Source: an optimization exercise on an open RTL-to-GDS flow (aim: small area, a short achievable clock period and few clock cycles per item). Production flows keep margins and buffers that such runs may drop. RTL that was checked went through simulation tests only; none was proved equivalent to the original. Power is estimated from default activity; no workload was simulated.

rev 12:
==> module symbol_nco, before the edit <==
module symbol_nco (
  input  wire                  clk,
  input  wire                  reset_i,
  input  wire                  accept_i,      
  input  wire           [15:0] step_i,
  input  timing_pkg::mu_gain_t mu_gain_i,
  input  wire                  adv_i,         
  output logic                 wrap_o,        
  output logic                 s1_valid_o,
  output timing_pkg::mu_t      mu_o,          
  output timing_pkg::mu_t      mu_n_o         
);
  localparam int MU_W   = timing_pkg::MU_W;
  localparam int PROD_W = timing_pkg::MU_W + timing_pkg::MU_GAIN_W;   
  logic [15:0]          acc_q;
  logic [16:0]          phase_sum;
  logic [MU_W-1:0]      resid_q;
  timing_pkg::mu_gain_t gain_q;
  logic [PROD_W-1:0]    mu_prod;
  assign phase_sum = {1'b0, acc_q} + {1'b0, step_i};
  assign wrap_o    = phase_sum[16];
  always_ff @(posedge clk) begin
    if (reset_i) begin
      acc_q      <= '0;
      s1_valid_o <= 1'b0;
    end else if (accept_i) begin
      acc_q      <= phase_sum[15:0];
      s1_valid_o <= phase_sum[16];
    end else if (adv_i) begin
      s1_valid_o <= 1'b0;
    end
  end
  always_ff @(posedge clk) begin
    if (accept_i) begin
      resid_q <= phase_sum[15:8];
      gain_q  <= mu_gain_i;
    end
  end
  mu_mult i_mu_mult (
    .a_i (resid_q),
    .b_i (gain_q),
    .p_o (mu_prod)
  );
  always_ff @(posedge clk) begin
    if (adv_i) begin
      mu_o   <= (|mu_prod[PROD_W-1:2*MU_W]) ? '1 : mu_prod[2*MU_W-1:MU_W];
      mu_n_o <= (|mu_prod[PROD_W-1:2*MU_W]) ? '0 : ~mu_prod[2*MU_W-1:MU_W];
    end
  end
endmodule
==> module rail_interp, before the edit <==
module rail_interp #(
  parameter bit MU_INV = 1'b0    
) (
  input  wire                 clk,
  input  wire                 reset_i,
  input  wire                 accept_i,   
  input  timing_pkg::sample_t smp_i,
  input  wire                 adv_i,      
  input  timing_pkg::mu_t     mu_i,       
  output timing_pkg::sym_t    rail_o      
);
  timing_pkg::sample_t cur_q;     
  timing_pkg::sample_t prev_q;    
  logic [15:0]         xc_q;      
  logic [16:0]         d_q;       
  logic [23:0]         y;
  always_ff @(posedge clk) begin
    if (reset_i) begin
      cur_q <= '0;
    end else if (accept_i) begin
      cur_q <= smp_i;
    end
  end
  always_ff @(posedge clk) begin
    if (accept_i) prev_q <= cur_q;
  end
  always_ff @(posedge clk) begin
    if (adv_i) begin
      xc_q <= cur_q + 16'd256;
      d_q  <= 17'(prev_q) - 17'(cur_q);
    end
  end
  interp_tree i_interp_tree (
    .d_i  (d_q),
    .mu_i (MU_INV ? ~mu_i : mu_i),
    .xc_i (xc_q),
    .y_o  (y)
  );
  assign rail_o = y[23:6];
endmodule
==> module timing_recovery_top, before the edit <==
module timing_recovery_top (
  input  wire                  clk,
  input  wire                  reset_i,
  input  wire                  raw_valid_i,
  input  timing_pkg::sample_t  raw_i_i,
  input  timing_pkg::sample_t  raw_q_i,
  input  wire           [15:0] step_i,
  input  timing_pkg::mu_gain_t mu_gain_i,
  input  wire                  sym_ready_i,
  output logic                 raw_ready_o,
  output logic                 sym_valid_o,
  output timing_pkg::sym_t     sym_i_o,
  output timing_pkg::sym_t     sym_q_o
);
  logic             accept;
  logic             s1_valid;
  logic             s2_valid;
  logic             out_free;   
  logic             en2;        
  logic             adv;        
  logic             push;       
  timing_pkg::mu_t  mu;
  timing_pkg::mu_t  mu_n;
  timing_pkg::sym_t rail_i;
  timing_pkg::sym_t rail_q;
  assign push        = s2_valid & out_free;
  assign en2         = !s2_valid | out_free;
  assign adv         = s1_valid & en2;
  assign raw_ready_o = !s1_valid | en2;
  assign accept      = raw_valid_i & raw_ready_o;
  symbol_nco i_symbol_nco (
    .clk        (clk),
    .reset_i    (reset_i),
    .accept_i   (accept),
    .step_i     (step_i),
    .mu_gain_i  (mu_gain_i),
    .adv_i      (adv),
    .wrap_o     (),
    .s1_valid_o (s1_valid),
    .mu_o       (mu),
    .mu_n_o     (mu_n)
  );
  rail_interp i_rail_i (
    .clk      (clk),
    .reset_i  (reset_i),
    .accept_i (accept),
    .smp_i    (raw_i_i),
    .adv_i    (adv),
    .mu_i     (mu),
    .rail_o   (rail_i)
  );
  rail_interp #(
    .MU_INV (1'b1)
  ) i_rail_q (
    .clk      (clk),
    .reset_i  (reset_i),
    .accept_i (accept),
    .smp_i    (raw_q_i),
    .adv_i    (adv),
    .mu_i     (mu_n),
    .rail_o   (rail_q)
  );
  symbol_joiner i_symbol_joiner (
    .clk         (clk),
    .reset_i     (reset_i),
    .push_i      (push),
    .i_sym_i     (rail_i),
    .q_sym_i     (rail_q),
    .sym_ready_i (sym_ready_i),
    .free_o      (out_free),
    .sym_valid_o (sym_valid_o),
    .sym_i_o     (sym_i_o),
    .sym_q_o     (sym_q_o)
  );
  always_ff @(posedge clk) begin
    if (reset_i) begin
      s2_valid <= 1'b0;
    end else if (en2) begin
      s2_valid <= adv;
    end
  end
endmodule
export LEC_CHECK = 0
export CAP_MARGIN = 20
export CORE_MARGIN = 2
export CORE_UTILIZATION = 40
export SETUP_SLACK_MARGIN = 4.0
export SLEW_MARGIN = 20
create_clock -name core_clock -period 9.0 [get_ports {clk}]
standard.sh (not shown) runs the stock make flow with config.mk's settings and CLKGATE_MAP_FILE= SYNTH_SCRIPT=/design/flow/synth_recipe.tcl, a recipe that flattens the netlist after the stock synthesis.
==> flow/flow/run.sh <==
#!/bin/bash
# Standard layout with two changes:
#  - plain buffers on the ports instead of the delay buffers buffer_ports picks
#  - after synthesis, inv_opt.tcl pushes inverters through the full adders
#    (a full adder is self-dual), removing inverter pairs between adder cells
set -euo pipefail
export BUFFER_PORTS_ARGS="-buffer_cell sky130_fd_sc_hd__buf_2"
export POST_SYNTH_TCL="$PWD/flow/inv_opt.tcl"
bash standard.sh > standard_flow.log 2>&1
Other scripts of this flow, unchanged in this note and not shown: flow/flow/inv_opt.tcl
Input changes introduced in rev 13 (baseline for comparison: rev 12):
--- a/flow/design.v
+++ b/flow/design.v
@@ -22,6 +22,5 @@
   output logic                 wrap_o,        
   output logic                 s1_valid_o,
-  output timing_pkg::mu_t      mu_o,          
-  output timing_pkg::mu_t      mu_n_o         
+  output timing_pkg::mu_t      mu_o           
 );
   localparam int MU_W   = timing_pkg::MU_W;
@@ -58,6 +57,5 @@
   always_ff @(posedge clk) begin
     if (adv_i) begin
-      mu_o   <= (|mu_prod[PROD_W-1:2*MU_W]) ? '1 : mu_prod[2*MU_W-1:MU_W];
-      mu_n_o <= (|mu_prod[PROD_W-1:2*MU_W]) ? '0 : ~mu_prod[2*MU_W-1:MU_W];
+      mu_o <= (|mu_prod[PROD_W-1:2*MU_W]) ? '1 : mu_prod[2*MU_W-1:MU_W];
     end
   end
@@ -218,7 +216,5 @@
 `timescale 1ns/1ps
 `default_nettype none
-module rail_interp #(
-  parameter bit MU_INV = 1'b0    
-) (
+module rail_interp (
   input  wire                 clk,
   input  wire                 reset_i,
@@ -252,5 +248,5 @@
   interp_tree i_interp_tree (
     .d_i  (d_q),
-    .mu_i (MU_INV ? ~mu_i : mu_i),
+    .mu_i (mu_i),
     .xc_i (xc_q),
     .y_o  (y)
@@ -558,5 +554,4 @@
   logic             push;       
   timing_pkg::mu_t  mu;
-  timing_pkg::mu_t  mu_n;
   timing_pkg::sym_t rail_i;
   timing_pkg::sym_t rail_q;
@@ -575,6 +570,5 @@
     .wrap_o     (),
     .s1_valid_o (s1_valid),
-    .mu_o       (mu),
-    .mu_n_o     (mu_n)
+    .mu_o       (mu)
   );
   rail_interp i_rail_i (
@@ -587,7 +581,5 @@
     .rail_o   (rail_i)
   );
-  rail_interp #(
-    .MU_INV (1'b1)
-  ) i_rail_q (
+  rail_interp i_rail_q (
     .clk      (clk),
     .reset_i  (reset_i),
@@ -595,5 +587,5 @@
     .smp_i    (raw_q_i),
     .adv_i    (adv),
-    .mu_i     (mu_n),
+    .mu_i     (mu),
     .rail_o   (rail_q)
   );
[summary]
Going from rev 12 to rev 13, the total detailed-routing wirelength was found to have gone down by 1.5%. Between rev 13 and rev 12, it is rev 13 whose worst vdd rail ir drop is lower, by about 23%. Of the two values seen for capture point of the worst path, i_symbol_joiner.sym_i_o[17] was produced by rev 12 and i_symbol_joiner.sym_q_o[17] by rev 13. Relative to rev 12, worst-case clock skew increased by 6.4 ps in rev 13. Rev 13: fmax is about 2% higher than what rev 12 reported. ~same met3 track demand over resource in rev 12 and rev 13. Of the two candidates, rev 12 has the worse design area and rev 13 the better one. Rev 12 and rev 13 ended up with roughly the same sequential share of layout area. When the final numbers for rev 12 and rev 13 were put side by side, the fraction of power consumed by combinational cells turned out to be greater in rev 13. Re smallest setup slack after layout: rev 13 is 99 ps up on rev 12. Diff rev 12 -> rev 13 | number of global-route vias before repair | down by a few percent. In terms of hold slack, rev 13 and rev 12 differ only marginally.
Testbench counts of rev 13, summed over its fixed seeds: cycles 24,012, items 24,000.
The RTL of rev 12 was laid out without a check of its function.


timing_recovery_top, a different RTL version from the one above (not shown whole).
For scale: about 100 I/O pins, ~19000 um^2 of cells after synthesis.
==> module symbol_nco, before the edit <==
module symbol_nco (
  input  wire                  clk,
  input  wire                  reset_i,
  input  wire                  accept_i,      
  input  wire           [15:0] step_i,
  input  timing_pkg::mu_gain_t mu_gain_i,
  input  wire                  adv_i,         
  output logic                 s1_valid_o,
  output logic          [12:0] mu_sel_o       
);
  localparam int MU_W   = timing_pkg::MU_W;
  localparam int PROD_W = timing_pkg::MU_W + timing_pkg::MU_GAIN_W;   
  logic [15:0]          acc_q;
  logic [16:0]          phase_sum;
  logic [MU_W-1:0]      resid_q;
  timing_pkg::mu_gain_t gain_q;
  logic [13:0]          gain3_q;
  logic [11:0]          resid_sel;
  logic [PROD_W-1:0]    mu_prod;
  logic                 mu_sat;
  timing_pkg::mu_t      mu;
  logic [8:0]           mu_x;           
  logic [12:0]          mu_sel;
  assign phase_sum = {1'b0, acc_q} + {1'b0, step_i};
  always_ff @(posedge clk) begin
    if (reset_i) begin
      acc_q      <= '0;
      s1_valid_o <= 1'b0;
    end else if (accept_i) begin
      acc_q      <= phase_sum[15:0];
      s1_valid_o <= phase_sum[16];      
    end else if (adv_i) begin
      s1_valid_o <= 1'b0;
    end
  end
  always_ff @(posedge clk) begin
    if (accept_i) begin
      resid_q <= phase_sum[15:8];
      gain_q  <= mu_gain_i;
      gain3_q <= {2'b00, mu_gain_i} + {1'b0, mu_gain_i, 1'b0};
    end
  end
  for (genvar j = 0; j < 4; j++) begin : g_sel
    assign resid_sel[3*j]   = (resid_q[2*j+1:2*j] == 2'd1);
    assign resid_sel[3*j+1] = (resid_q[2*j+1:2*j] == 2'd2);
    assign resid_sel[3*j+2] = (resid_q[2*j+1:2*j] == 2'd3);
  end
  mu_mult i_mu_mult (
    .sel_i (resid_sel),
    .g_i   (gain_q),
    .g3_i  (gain3_q),
    .p_o   (mu_prod)
  );
  assign mu_sat = |mu_prod[PROD_W-1:2*MU_W];
  assign mu   = mu_sat ? '1 : mu_prod[2*MU_W-1:MU_W];
  assign mu_x = {mu, 1'b0};
  for (genvar k = 0; k < 4; k++) begin : g_booth
    assign mu_sel[3*k]   = mu_x[2*k+1] ^ mu_x[2*k];
    assign mu_sel[3*k+1] = (mu_x[2*k+2] & !mu_x[2*k+1] & !mu_x[2*k])
                         | (!mu_x[2*k+2] & mu_x[2*k+1] & mu_x[2*k]);
    assign mu_sel[3*k+2] = mu_x[2*k+2];
  end
  assign mu_sel[12] = mu[7];
  always_ff @(posedge clk) begin
    if (adv_i) mu_sel_o <= mu_sel;
  end
endmodule
==> module timing_recovery_top, before the edit <==
module timing_recovery_top (
  input  wire                  clk,
  input  wire                  reset_i,
  input  wire                  raw_valid_i,
  input  timing_pkg::sample_t  raw_i_i,
  input  timing_pkg::sample_t  raw_q_i,
  input  wire           [15:0] step_i,
  input  timing_pkg::mu_gain_t mu_gain_i,
  input  wire                  sym_ready_i,
  output logic                 raw_ready_o,
  output logic                 sym_valid_o,
  output timing_pkg::sym_t     sym_i_o,
  output timing_pkg::sym_t     sym_q_o
);
  logic             accept;
  logic             s1_valid;
  logic             s2_valid;
  logic             out_free;   
  logic             en2;        
  logic             adv;        
  logic             push;       
  logic      [12:0] mu_sel;
  timing_pkg::sym_t rail_i;
  timing_pkg::sym_t rail_q;
  assign push        = s2_valid & out_free;
  assign en2         = !s2_valid | out_free;
  assign adv         = s1_valid & en2;
  assign raw_ready_o = !s1_valid | en2;
  assign accept      = raw_valid_i & raw_ready_o;
  symbol_nco i_symbol_nco (
    .clk        (clk),
    .reset_i    (reset_i),
    .accept_i   (accept),
    .step_i     (step_i),
    .mu_gain_i  (mu_gain_i),
    .adv_i      (adv),
    .s1_valid_o (s1_valid),
    .mu_sel_o   (mu_sel)
  );
  rail_interp i_rail_i (
    .clk      (clk),
    .reset_i  (reset_i),
    .accept_i (accept),
    .smp_i    (raw_i_i),
    .adv_i    (adv),
    .mu_sel_i (mu_sel),
    .rail_o   (rail_i)
  );
  rail_interp i_rail_q (
    .clk      (clk),
    .reset_i  (reset_i),
    .accept_i (accept),
    .smp_i    (raw_q_i),
    .adv_i    (adv),
    .mu_sel_i (mu_sel),
    .rail_o   (rail_q)
  );
  symbol_joiner i_symbol_joiner (
    .clk         (clk),
    .reset_i     (reset_i),
    .push_i      (push),
    .i_sym_i     (rail_i),
    .q_sym_i     (rail_q),
    .sym_ready_i (sym_ready_i),
    .free_o      (out_free),
    .sym_valid_o (sym_valid_o),
    .sym_i_o     (sym_i_o),
    .sym_q_o     (sym_q_o)
  );
  always_ff @(posedge clk) begin
    if (reset_i) begin
      s2_valid <= 1'b0;
    end else if (en2) begin
      s2_valid <= adv;
    end
  end
endmodule
Settings: LEC_CHECK=0, CAP_MARGIN=20, CORE_MARGIN=2, CORE_UTILIZATION=65, CTS_BUF_LIST=sky130_fd_sc_hd__clkbuf_4 sky130_fd_sc_hd__clkbuf_8, SETUP_SLACK_MARGIN=4.0, SLEW_MARGIN=20; clock period 9.0 ns.
Scripts as last shown in full above: flow/flow/run.sh
Other scripts of this flow, unchanged in this note and not shown: flow/flow/inv_opt.tcl
Testbench counts at the start, summed over its fixed seeds: cycles 24,012, items 24,000.
Next try:
--- a/flow/design.v
+++ b/flow/design.v
@@ -17,12 +17,13 @@
   input  wire                  reset_i,
   input  wire                  accept_i,      
   input  wire           [15:0] step_i,
   input  timing_pkg::mu_gain_t mu_gain_i,
   input  wire                  adv_i,         
   output logic                 s1_valid_o,
+  output logic                 s1_valid_next_o,   
   output logic          [12:0] mu_sel_o       
 );
   localparam int MU_W   = timing_pkg::MU_W;
   localparam int PROD_W = timing_pkg::MU_W + timing_pkg::MU_GAIN_W;   
   logic [15:0]          acc_q;
   logic [16:0]          phase_sum;
@@ -32,13 +33,14 @@
   logic [11:0]          resid_sel;
   logic [PROD_W-1:0]    mu_prod;
   logic                 mu_sat;
   timing_pkg::mu_t      mu;
   logic [8:0]           mu_x;           
   logic [12:0]          mu_sel;
-  assign phase_sum = {1'b0, acc_q} + {1'b0, step_i};
+  assign phase_sum       = {1'b0, acc_q} + {1'b0, step_i};
+  assign s1_valid_next_o = accept_i ? phase_sum[16] : (s1_valid_o & !adv_i);
   always_ff @(posedge clk) begin
     if (reset_i) begin
       acc_q      <= '0;
       s1_valid_o <= 1'b0;
     end else if (accept_i) begin
       acc_q      <= phase_sum[15:0];
@@ -400,34 +402,37 @@
   output logic                 raw_ready_o,
   output logic                 sym_valid_o,
   output timing_pkg::sym_t     sym_i_o,
   output timing_pkg::sym_t     sym_q_o
 );
   logic             accept;
+  logic             s1_valid_next;
+  logic             ready_q;    
   logic             s1_valid;
   logic             s2_valid;
   logic             out_free;   
   logic             en2;        
   logic             adv;        
   logic             push;       
   logic      [12:0] mu_sel;
   timing_pkg::sym_t rail_i;
   timing_pkg::sym_t rail_q;
   assign push        = s2_valid & out_free;
   assign en2         = !s2_valid | out_free;
   assign adv         = s1_valid & en2;
-  assign raw_ready_o = !s1_valid | en2;
+  assign raw_ready_o = ready_q | sym_ready_i;    
   assign accept      = raw_valid_i & raw_ready_o;
   symbol_nco i_symbol_nco (
     .clk        (clk),
     .reset_i    (reset_i),
     .accept_i   (accept),
     .step_i     (step_i),
     .mu_gain_i  (mu_gain_i),
     .adv_i      (adv),
-    .s1_valid_o (s1_valid),
+    .s1_valid_o      (s1_valid),
+    .s1_valid_next_o (s1_valid_next),
     .mu_sel_o   (mu_sel)
   );
   rail_interp i_rail_i (
     .clk      (clk),
     .reset_i  (reset_i),
     .accept_i (accept),
@@ -457,12 +462,15 @@
     .sym_i_o     (sym_i_o),
     .sym_q_o     (sym_q_o)
   );
   always_ff @(posedge clk) begin
     if (reset_i) begin
       s2_valid <= 1'b0;
-    end else if (en2) begin
-      s2_valid <= adv;
+      ready_q  <= 1'b1;
+    end else begin
+      if (en2) s2_valid <= adv;
+      ready_q <= !(s1_valid_next & (en2 ? adv : s2_valid)
+                   & (out_free ? push : sym_valid_o));
     end
   end
 endmodule
 `default_nettype wire
Outcome: Flip-flop and latch count rose by 1; worst setup slack is better by 0.058 ns; first-iteration DRC count rose by 3.0%; clock-buffer cell count rose by 3; total power rose by 4.8%; clock skew fell by 0.026 ns; global-route usage rose by 0.89 points; wire length rose by about 6%; combinational power rose by 7.1%; clock power rose by about 5%; fmax rose by 1.2%; synthesized area rose by about 2%; cell count rose by about 3%.
Testbench counts after the change, summed over its fixed seeds: cycles 24,012, items 24,000.

## port drivers added, routing unchanged
Ports are ideal in the flow. The routed layouts listed here were re-timed in OpenROAD.
Step 1: set_driving_cell puts a clkbuf_16 on clk and a buf_2 on each other input, an assumption about the parent block.
Step 2 also shifts input and output timing later by t, the mid clock arrival at the registers, as if the neighbouring blocks saw the same clock.
Three values: ideal, step 1, step 2; two values: the first two.
| run | shift t [ns] | slack for setup (ns) | slew at the worst register clock pin (ns) | worst data-port slew with drivers (ns) |
|---|---|---|---|---|
| rev 12 | 0.615 | 4.065 / 4.065 / 4.065 | 0.07 / 0.07 | 0.07 |
| rev 13 | 0.601 | 4.164 / 4.164 / 4.164 | 0.06 / 0.06 | 0.06 |
| the first run of note 2 | 0.593 | 4.201 / 4.201 / 4.201 | 0.07 / 0.07 | 0.04 |
| the second run of note 2 | 0.605 | 4.259 / 4.259 / 4.259 | 0.07 / 0.07 | 0.05 |
After both steps every run listed still meets setup and hold.
